Source: an optimization exercise on an open RTL-to-GDS flow (aim: a short achievable clock period and few clock cycles). Production flows keep margins and buffers that such runs may drop.
Where RTL was checked, it was by simulation tests only, not by an equivalence proof against the original.
Power is estimated from default activity; no workload was simulated.

== alpha ==
Design kmeans_iter_ctrl, start of the top module:
module kmeans_iter_ctrl #(
  parameter int unsigned AW       = 10,
  parameter int unsigned MAX_ITER = 16,
  parameter logic [15:0] TOL      = 16'h0010
) (
  input  logic          clk,
  input  logic          rst,
  input  logic          start,
  input  logic [AW-1:0] num_points,
  input  logic [47:0]   init_cx,
  input  logic [47:0]   init_cy,
  output logic          pt_rd_en,
  output logic [AW-1:0] pt_rd_addr,
  input  logic [31:0]   pt_rd_data,
  output logic          dp_valid,
  output logic [15:0]   dp_x,
  output logic [15:0]   dp_y,
  input  logic          dp_result_valid,
  input  logic [1:0]    dp_cluster,
  output logic [47:0]   cent_x,
  output logic [47:0]   cent_y,
  output logic          busy,
  output logic          done,
  output logic          converged,
  output logic [4:0]    iter_count
);
  localparam logic [4:0] LastIter = 5'(MAX_ITER - 1);
  localparam logic [15:0] Tol = TOL & 16'h0000;
  localparam int unsigned TLoad = 6;
  localparam int unsigned TRead = 20;
  localparam int unsigned TDec  = 23;
  logic                busy_q, done_q, conv_q, acc_q;
  logic [4:0]          iter_q;
  logic [AW-1:0]       num_sh_q, nm1_q;
  logic [47:0]         icx_sh_q, icy_sh_q;
  logic [2:0][15:0]    cx_q, cy_q;
  logic                rd_en_q;
  logic [AW-1:0]       addr_q;
  logic                v1_q, dpv_q, v3_q;
  logic [31:0]         pd_q, pd2_q;
  logic [2:0][31:0]    xg_q;
  logic [2:0]          en_q;
  logic [TDec:1]       tok_q;
  logic                clr_q;
  logic [2:0][7:0]     l0x_q, l0y_q, l1x_q, l1y_q;
  ...
For scale: roughly 3300 cells after synthesis, roughly 37000 sq um of cells after synthesis.
clock: 6.0 ns
lec_check: 0
cap_margin: 20
core_margin: 2
core_utilization: 60
cts_buf_list: sky130_fd_sc_hd__clkbuf_16
cts_cluster_diameter: 80
cts_cluster_size: 30
setup_slack_margin: 3.6
slew_margin: 20
run.sh (not shown) runs the stock make flow with config.mk's settings and CLKGATE_MAP_FILE= SYNTH_SCRIPT=/design/flow/synth_recipe.tcl, a recipe that flattens the netlist after the stock synthesis.
alpha reached the final stage; the timing, DRC and antenna checks on its layout passed.
Testbench counts of alpha, summed over its fixed seeds: cycles 152,530.
Inputs modified between alpha and beta:
- CORE_UTILIZATION changed from 60 to 40
- CTS_BUF_LIST removed (was sky130_fd_sc_hd__clkbuf_16)
- CTS_CLUSTER_SIZE removed (was 30)
- CTS_CLUSTER_DIAMETER removed (was 80)
==> comparison <==
Changes observed in beta relative to alpha: number of rows in the core area went up; power now larger; least setup slack across all paths after layout -77 ps; H-tree depth went up 1.
Measured against each other, alpha and beta differ in part of the total power dissipated in combinational logic, the higher figure coming from alpha.
met2 wire length sits lower in beta than in alpha.
Higher power density over the cells goes to beta over alpha.
Fmax went down by a few percent going from alpha to beta.
Relative to beta, the following input files were edited for gamma:
- CORE_UTILIZATION: 40 -> 65
- CTS_CLUSTER_SIZE: unset -> 28
- CTS_BUF_LIST: unset -> sky130_fd_sc_hd__clkbuf_16
- CTS_CLUSTER_DIAMETER: unset -> 70
==> run summary <==
From beta to gamma the numbers moved as follows: total power now smaller, share of power burned in the clock network now smaller, horizontal die dimension now smaller, count of clock-net buffers in the final layout now smaller, setup slack now larger.
Portion of total power attributed to combinational logic in gamma is 6.3 points higher than in beta
The standard cells in gamma occupy less silicon area than those in beta do.


Another version of the RTL of kmeans_iter_ctrl (not shown whole).
For scale: ~290 I/O pins, about 0.038 mm² of cells after synthesis.
export LEC_CHECK = 0
export CAP_MARGIN = 20
export CORE_MARGIN = 2
export CORE_UTILIZATION = 40
export SETUP_SLACK_MARGIN = 4.0
export SLEW_MARGIN = 20
create_clock -name core_clock -period 6.0 [get_ports {clk}]
Next try:
- SETUP_SLACK_MARGIN: 4.0 -> 3.6
Outcome:
- The changed run completed with no timing, DRC or antenna violations
- setup slack gains 0.026 ns
- combinational power decreases by about a fifth
- synthesized area is unchanged
- cell area decreases by a few percent
- critical path depth is unchanged
- via count decreases by a few percent
- hold slack loses 0.0034 ns
- core utilization goes down by 3.6 points
- clock-buffer cell count went up by 1
- fmax is higher slightly
- first-iteration DRC count goes down by about a fifth
Function was not checked in any run of this note: the RTL went through the layout flow alone.

-- afterwards: timing with drivers on the ports --
In the flow no input, the clock included, has a driving cell. The finished layouts below were timed again as built, in two steps.
Step 1, drivers: a clkbuf_16 drives clk and a buf_2 each remaining input, both assumed.
Step 2 moves the port delays by t, midway between the first and last clock arrival at a register: inputs arrive t later, outputs are due t later. That takes back most of the time a late clock gives input paths.
Three values: ideal ports, drivers, drivers and shift; two values: the first two.
| run | t (ns) | slack for setup (ns) | worst register clock-pin slew, ns | worst data-port slew with drivers (ns) |
|---|---|---|---|---|
| alpha | 0.681 | 3.577 / 3.509 / 3.198 | 0.12 / 0.12 | 0.09 |
| beta | 0.732 | 3.500 / 3.431 / 3.314 | 0.06 / 0.06 | 0.09 |
| gamma | 0.669 | 3.545 / 3.482 / 3.247 | 0.11 / 0.11 | 0.06 |
| the first run of note 2 | 0.725 | 3.547 / 3.484 / 3.336 | 0.06 / 0.06 | 0.10 |
| the second run of note 2 | 0.724 | 3.573 / 3.510 / 3.007 | 0.07 / 0.07 | 0.08 |
After both steps every run listed still meets setup and hold. The setup slack of the second run of note 2, which loses most, moves by -0.063 ns with the drivers and by -0.566 ns with both steps. Setup slack includes reset recovery checks.
